This is an optimization exercise on Yosys and OpenROAD, whose aim is small area and a short achievable clock period, not a production implementation. RTL that was checked went through simulation tests only; none was proved equivalent to the original.

==> wip/yarrow: inputs <==
==> flow/design.v <==
package xpmwrap_pkg;
  typedef enum logic {
    CLEAR = 1'b0,
    READY = 1'b1
  } state_e;
  function automatic integer nb_calc(input integer data_width, input integer byte_width);
    nb_calc = data_width / byte_width;
  endfunction
  function automatic logic params_ok(input integer read_latency, input integer data_width,
                                     input integer byte_width);
    params_ok = (read_latency >= 1) && (read_latency <= 3) && (byte_width > 0) &&
                ((data_width % byte_width) == 0);
  endfunction
endpackage
module xpmwrap_sdpram_be #(
  parameter int                  ADDR_WIDTH     = 6,
  parameter int                  DATA_WIDTH     = 32,
  parameter int                  BYTE_WIDTH     = 8,
  parameter int                  READ_LATENCY   = 2,
  parameter int                  CLEAR_ON_RESET = 1,
  parameter logic [DATA_WIDTH-1:0] CLEAR_VALUE  = '0
) (
  input  logic                                          clk,
  input  logic                                          rstn,
  input  logic                                          wr_en,
  input  logic [ADDR_WIDTH-1:0]                         wr_addr,
  input  logic [xpmwrap_pkg::nb_calc(DATA_WIDTH, BYTE_WIDTH)-1:0] wr_be,
  input  logic [DATA_WIDTH-1:0]                         wr_data,
  input  logic                                          rd_en,
  input  logic [ADDR_WIDTH-1:0]                         rd_addr,
  output logic [DATA_WIDTH-1:0]                         rd_data,
  output logic                                          rd_valid,
  output logic                                          busy,
  output logic                                          drop_err
);
  localparam int NB    = xpmwrap_pkg::nb_calc(DATA_WIDTH, BYTE_WIDTH);
  localparam int DEPTH = 2 ** ADDR_WIDTH;
  logic                  busy_q, busy_o_q;
  logic [ADDR_WIDTH-1:0] sweep_q;
  logic                  drop_q;
  logic                  vld_q, rd_valid_q;
  logic [DATA_WIDTH-1:0] dat_q, rd_data_q;
  always_ff @(posedge clk) begin
    if (!rstn) begin
      busy_q   <= (CLEAR_ON_RESET != 0);
      busy_o_q <= (CLEAR_ON_RESET != 0);
      sweep_q  <= '0;
    end else begin
      sweep_q <= sweep_q + ADDR_WIDTH'(1);
      if (&sweep_q) begin
        busy_q   <= 1'b0;
        busy_o_q <= 1'b0;
      end
    end
  end
  logic [DATA_WIDTH-1:0] wdata;
  logic                  wr_ok;
  assign wdata = busy_q ? CLEAR_VALUE : wr_data;
  assign wr_ok = wr_en & ~busy_q;
  logic [DATA_WIDTH-1:0] mem_q [DEPTH];
  logic [DEPTH-1:0]      rsel;
  for (genvar w = 0; w < DEPTH; w++) begin : g_word
    logic wsel, csel;
    assign wsel = wr_ok & (wr_addr == ADDR_WIDTH'(w));
    assign csel = busy_q & (sweep_q == ADDR_WIDTH'(w));
    for (genvar b = 0; b < NB; b++) begin : g_byte
      always_ff @(posedge clk) begin
        if (csel | (wsel & wr_be[b]))
          mem_q[w][b*BYTE_WIDTH +: BYTE_WIDTH] <= wdata[b*BYTE_WIDTH +: BYTE_WIDTH];
      end
    end
    assign rsel[w] = (rd_addr == ADDR_WIDTH'(w));
  end
  logic [DATA_WIDTH-1:0] rd_word;
  always_comb begin
    rd_word = '0;
    for (int w = 0; w < DEPTH; w++) rd_word = rd_word | ({DATA_WIDTH{rsel[w]}} & mem_q[w]);
  end
  always_ff @(posedge clk) begin
    dat_q <= rd_word;
    vld_q <= rstn & ~busy_q & rd_en;
  end
  always_ff @(posedge clk) begin
    if (!rstn) begin
      rd_valid_q <= 1'b0;
      rd_data_q  <= '0;
      drop_q     <= 1'b0;
    end else begin
      rd_valid_q <= vld_q;
      if (vld_q) rd_data_q <= dat_q;
      if (busy_q & (rd_en | wr_en)) drop_q <= 1'b1;
    end
  end
  assign rd_valid = rd_valid_q;
  assign rd_data  = rd_data_q;
  assign busy     = busy_o_q;   
  assign drop_err = drop_q;
endmodule
==> flow/run.sh <==
#!/bin/bash
# synth_recipe.tcl (not shown) runs the flow's synth.tcl, then flattens the netlist and writes it again
# the make line also repeats each setting of config.mk as NAME=value (left out here)
make -C /OpenROAD-flow-scripts/flow DESIGN_CONFIG=/design/flow/config.mk WORK_HOME=/design/flow/orfs CLKGATE_MAP_FILE= SYNTH_SCRIPT=/design/flow/synth_recipe.tcl finish
==> flow/config.mk <==
export PLATFORM = sky130hd
export DESIGN_NAME = xpmwrap_sdpram_be
export DESIGN_NICKNAME = xpmwrap_sdpram_be
export VERILOG_FILES = /design/flow/design.v
export SDC_FILE = /design/flow/constraint.sdc
export NUM_CORES = 4
export LEC_CHECK = 0
export CAP_MARGIN = 20
export CORE_MARGIN = 2
export CORE_UTILIZATION = 55
export SETUP_SLACK_MARGIN = 0.6
export SLEW_MARGIN = 20
==> flow/constraint.sdc <==
create_clock -name core_clock -period 2.8 [get_ports {clk}]
set_input_delay 0.5600 -clock core_clock [delete_from_list [all_inputs] [get_ports {clk}]]
set_output_delay 0.5600 -clock core_clock [all_outputs]
set_load 0.01 [all_outputs]
==> inputs of wip/pepper, as changes to wip/yarrow <==
==> flow/design.v, changed modules only <==
module xpmwrap_aoi222 (
  input  logic a0, b0, a1, b1, a2, b2,
  output logic y
);
  assign y = ~((a0 & b0) | (a1 & b1) | (a2 & b2));
endmodule
module xpmwrap_nand2 (
  input  logic a, b,
  output logic y
);
  assign y = ~(a & b);
endmodule
module xpmwrap_nand4 (
  input  logic a, b, c, d,
  output logic y
);
  assign y = ~(a & b & c & d);
endmodule
module xpmwrap_nor3 (
  input  logic a, b, c,
  output logic y
);
  assign y = ~(a | b | c);
endmodule
module xpmwrap_ao32 (
  input  logic a0, a1, a2, b0, b1,
  output logic y
);
  assign y = (a0 & a1 & a2) | (b0 & b1);
endmodule
module xpmwrap_and2 (
  input  logic a, b,
  output logic y
);
  assign y = a & b;
endmodule
module xpmwrap_rdbit (
  input  logic [63:0] sel,
  input  logic [63:0] d,
  output logic [1:0]  y
);
  logic [21:0] t;    
  logic [5:0]  u;    
  for (genvar k = 0; k < 21; k++) begin : g_t
    xpmwrap_aoi222 u_t (
      .a0(sel[3*k]),   .b0(d[3*k]),
      .a1(sel[3*k+1]), .b1(d[3*k+1]),
      .a2(sel[3*k+2]), .b2(d[3*k+2]),
      .y (t[k])
    );
  end
  xpmwrap_nand2 u_t21 (.a(sel[63]), .b(d[63]), .y(t[21]));
  for (genvar k = 0; k < 5; k++) begin : g_u
    xpmwrap_nand4 u_u (.a(t[4*k]), .b(t[4*k+1]), .c(t[4*k+2]), .d(t[4*k+3]), .y(u[k]));
  end
  xpmwrap_nand2 u_u5 (.a(t[20]), .b(t[21]), .y(u[5]));
  xpmwrap_nor3 u_v0 (.a(u[0]), .b(u[1]), .c(u[2]), .y(y[0]));
  xpmwrap_nor3 u_v1 (.a(u[3]), .b(u[4]), .c(u[5]), .y(y[1]));
endmodule
module xpmwrap_sdpram_be #(
  parameter int                  ADDR_WIDTH     = 6,
  parameter int                  DATA_WIDTH     = 32,
  parameter int                  BYTE_WIDTH     = 8,
  parameter int                  READ_LATENCY   = 2,
  parameter int                  CLEAR_ON_RESET = 1,
  parameter logic [DATA_WIDTH-1:0] CLEAR_VALUE  = '0
) (
  input  logic                                          clk,
  input  logic                                          rstn,
  input  logic                                          wr_en,
  input  logic [ADDR_WIDTH-1:0]                         wr_addr,
  input  logic [xpmwrap_pkg::nb_calc(DATA_WIDTH, BYTE_WIDTH)-1:0] wr_be,
  input  logic [DATA_WIDTH-1:0]                         wr_data,
  input  logic                                          rd_en,
  input  logic [ADDR_WIDTH-1:0]                         rd_addr,
  output logic [DATA_WIDTH-1:0]                         rd_data,
  output logic                                          rd_valid,
  output logic                                          busy,
  output logic                                          drop_err
);
  localparam int NB    = xpmwrap_pkg::nb_calc(DATA_WIDTH, BYTE_WIDTH);
  localparam int DEPTH = 2 ** ADDR_WIDTH;
  localparam int LOW   = ADDR_WIDTH / 2;
  localparam int NLO   = 2 ** LOW;
  localparam int NHI   = DEPTH / NLO;
  logic                  busy_q, busy_o_q, wok_q;
  logic [NLO-1:0]        lo_q;
  logic [NHI-1:0]        hi_q;
  logic                  drop_q;
  logic                  vld_q, rd_valid_q;
  logic [DATA_WIDTH-1:0] dat0_q, dat1_q, rd_data_q;
  logic                  sweep_last;
  assign sweep_last = lo_q[NLO-1] & hi_q[NHI-1];
  always_ff @(posedge clk) begin
    if (!rstn) begin
      lo_q <= NLO'(1);
      hi_q <= (CLEAR_ON_RESET != 0) ? NHI'(1) : '0;
    end else begin
      lo_q <= {lo_q[NLO-2:0], lo_q[NLO-1]};
      if (lo_q[NLO-1]) hi_q <= {hi_q[NHI-2:0], 1'b0};
    end
  end
  always_ff @(posedge clk) begin
    busy_q   <= ~rstn ? (CLEAR_ON_RESET != 0) : (busy_q & ~sweep_last);
    busy_o_q <= ~rstn ? (CLEAR_ON_RESET != 0) : (busy_o_q & ~sweep_last);
    wok_q    <= ~rstn ? (CLEAR_ON_RESET == 0) : (wok_q | sweep_last);
  end
  logic [DATA_WIDTH-1:0] wdata;
  logic [NB-1:0]         bok;
  logic [NLO-1:0]        wlo;
  logic [NHI-1:0]        whi;
  assign wdata = busy_q ? CLEAR_VALUE : wr_data;
  assign bok   = wr_be & {NB{wr_en & wok_q}};
  for (genvar j = 0; j < NLO; j++) begin : g_wlo
    assign wlo[j] = (wr_addr[LOW-1:0] == LOW'(j));
  end
  for (genvar j = 0; j < NHI; j++) begin : g_whi
    assign whi[j] = (wr_addr[ADDR_WIDTH-1:LOW] == (ADDR_WIDTH-LOW)'(j));
  end
  logic [NLO-1:0]        rlo;
  logic [NHI-1:0]        rhi;
  for (genvar j = 0; j < NLO; j++) begin : g_rlo
    assign rlo[j] = (rd_addr[LOW-1:0] == LOW'(j));
  end
  for (genvar j = 0; j < NHI; j++) begin : g_rhi
    assign rhi[j] = (rd_addr[ADDR_WIDTH-1:LOW] == (ADDR_WIDTH-LOW)'(j));
  end
  logic [DATA_WIDTH-1:0] mem_q [DEPTH];
  logic [DEPTH-1:0]      rsel;
  logic [DATA_WIDTH*DEPTH-1:0] mem_t;    
  for (genvar w = 0; w < DEPTH; w++) begin : g_word
    logic [NB-1:0] en;
    for (genvar b = 0; b < NB; b++) begin : g_byte
      xpmwrap_ao32 u_en (
        .a0(whi[w / NLO]), .a1(wlo[w % NLO]), .a2(bok[b]),
        .b0(hi_q[w / NLO]), .b1(lo_q[w % NLO]),
        .y (en[b])
      );
      always_ff @(posedge clk) begin
        if (en[b]) mem_q[w][b*BYTE_WIDTH +: BYTE_WIDTH] <= wdata[b*BYTE_WIDTH +: BYTE_WIDTH];
      end
    end
    xpmwrap_and2 u_rsel (.a(rhi[w / NLO]), .b(rlo[w % NLO]), .y(rsel[w]));
    for (genvar i = 0; i < DATA_WIDTH; i++) begin : g_t
      assign mem_t[i*DEPTH + w] = mem_q[w][i];
    end
  end
  logic [DATA_WIDTH-1:0] rd_p0, rd_p1;
  for (genvar i = 0; i < DATA_WIDTH; i++) begin : g_rd
    xpmwrap_rdbit u_rd (.sel(rsel), .d(mem_t[i*DEPTH +: DEPTH]), .y({rd_p1[i], rd_p0[i]}));
  end
  always_ff @(posedge clk) begin
    dat0_q <= rd_p0;
    dat1_q <= rd_p1;
    vld_q  <= rstn & ~busy_q & rd_en;
  end
  always_ff @(posedge clk) begin
    if (!rstn) begin
      rd_valid_q <= 1'b0;
      rd_data_q  <= '0;
      drop_q     <= 1'b0;
    end else begin
      rd_valid_q <= vld_q;
      if (vld_q) rd_data_q <= ~(dat0_q & dat1_q);
      if (busy_q & (rd_en | wr_en)) drop_q <= 1'b1;
    end
  end
  assign rd_valid = rd_valid_q;
  assign rd_data  = rd_data_q;
  assign busy     = busy_o_q;
  assign drop_err = drop_q;
endmodule
==> flow/flow/run.sh (new file) <==
#!/bin/bash
# Own flow: the standard layout, with the I/O port buffers built from a plain buffer
# cell instead of the delay-cell default. Tool output goes to standard.log here and to
# ORFS's own per-step logs under orfs/logs.
set -euo pipefail
export BUFFER_PORTS_ARGS="-buffer_cell sky130_fd_sc_hd__buf_2"
bash standard.sh > standard.log 2>&1
==> flow/standard.sh (new file) <==
#!/bin/bash
# synth_recipe.tcl (not shown) runs the flow's synth.tcl, then flattens the netlist and writes it again
# the make line also repeats each setting of config.mk as NAME=value (left out here)
make -C /OpenROAD-flow-scripts/flow DESIGN_CONFIG=/design/flow/config.mk WORK_HOME=/design/flow/orfs CLKGATE_MAP_FILE= SYNTH_SCRIPT=/design/flow/synth_recipe.tcl "${@:-finish}"
--- a/flow/config.mk
+++ b/flow/config.mk
@@ -8,5 +8,10 @@
 export CAP_MARGIN = 20
 export CORE_MARGIN = 2
 export CORE_UTILIZATION = 55
-export SETUP_SLACK_MARGIN = 0.6
+export CTS_CLUSTER_DIAMETER = 80
+export CTS_CLUSTER_SIZE = 25
+export GPL_TIMING_DRIVEN = 0
+export SETUP_SLACK_MARGIN = 0.7
 export SLEW_MARGIN = 20
+export SYNTH_HIERARCHICAL = 1
+export SYNTH_MINIMUM_KEEP_SIZE = 0
removed: flow/run.sh
==> impl_results.md <==
* Status: timing/DRC/antenna clean
* Maximum VDD drop at 0.663 mV
* Top Registers: mem_q (2048), dat_q (32), rd_data_q (32)
* Seq/Total Area, Yosys at 79.8%
* DR vias at 52200
* Fraction of area in multi-input gates at 15.9%
* Count of cell types in the netlist at 51
* Multi-input gate area at 16200 um2
* Worst flop-to-flop path endpoint: mem_q[38][12]
That was wip/yarrow.
==> impl_results.md <==
* Status: timing/DRC/antenna clean
* Area leader, netlist: edfxtp_1
* Seq/Total Area, Yosys at 83.4%
* Maximum VDD drop at 0.459 mV
* Register Area at 63900 um2
* Placement Setup Slack at -521 ps
* Num CTS Buffers at 101
* Multi-input gate area at 13200 um2
* Fraction of area in multi-input gates at 15.2%
* Syn nets at 3684
That was wip/pepper.
The RTL of wip/yarrow was laid out without a check of its function.

afterwards: timing with drivers on the ports:
The flow's constraints put no driver on any port. The routed layouts listed below were extracted and timed again, unchanged, in two steps. Step 1, drivers: a clkbuf_16 drives clk and a buf_2 each remaining input, both assumed. Step 2, shift: input delay + t, output delay - t, t = (earliest + latest rising clock arrival at the registers) / 2. This alone moves slack from input paths to output paths. Three values: ideal ports, drivers, drivers and shift; two values: the first two.
run | shift t [ns] | setup WS [ns] | worst setup path at the end | clock arrival spread, ns | worst register clock-pin slew, ns
wip/yarrow | 0.929 | 0.440 / 0.488 / -0.441 | input to register | 0.039 / 0.039 | 0.07 / 0.07
wip/pepper | 0.816 | 0.572 / 0.572 / -0.216 | input to register | 0.037 / 0.037 | 0.10 / 0.10
Met with ideal ports but missed after step 2: setup timing in wip/yarrow and wip/pepper. For wip/yarrow, which loses most, drivers alone change the setup slack by +0.048 ns; drivers and shift together by -0.881 ns.
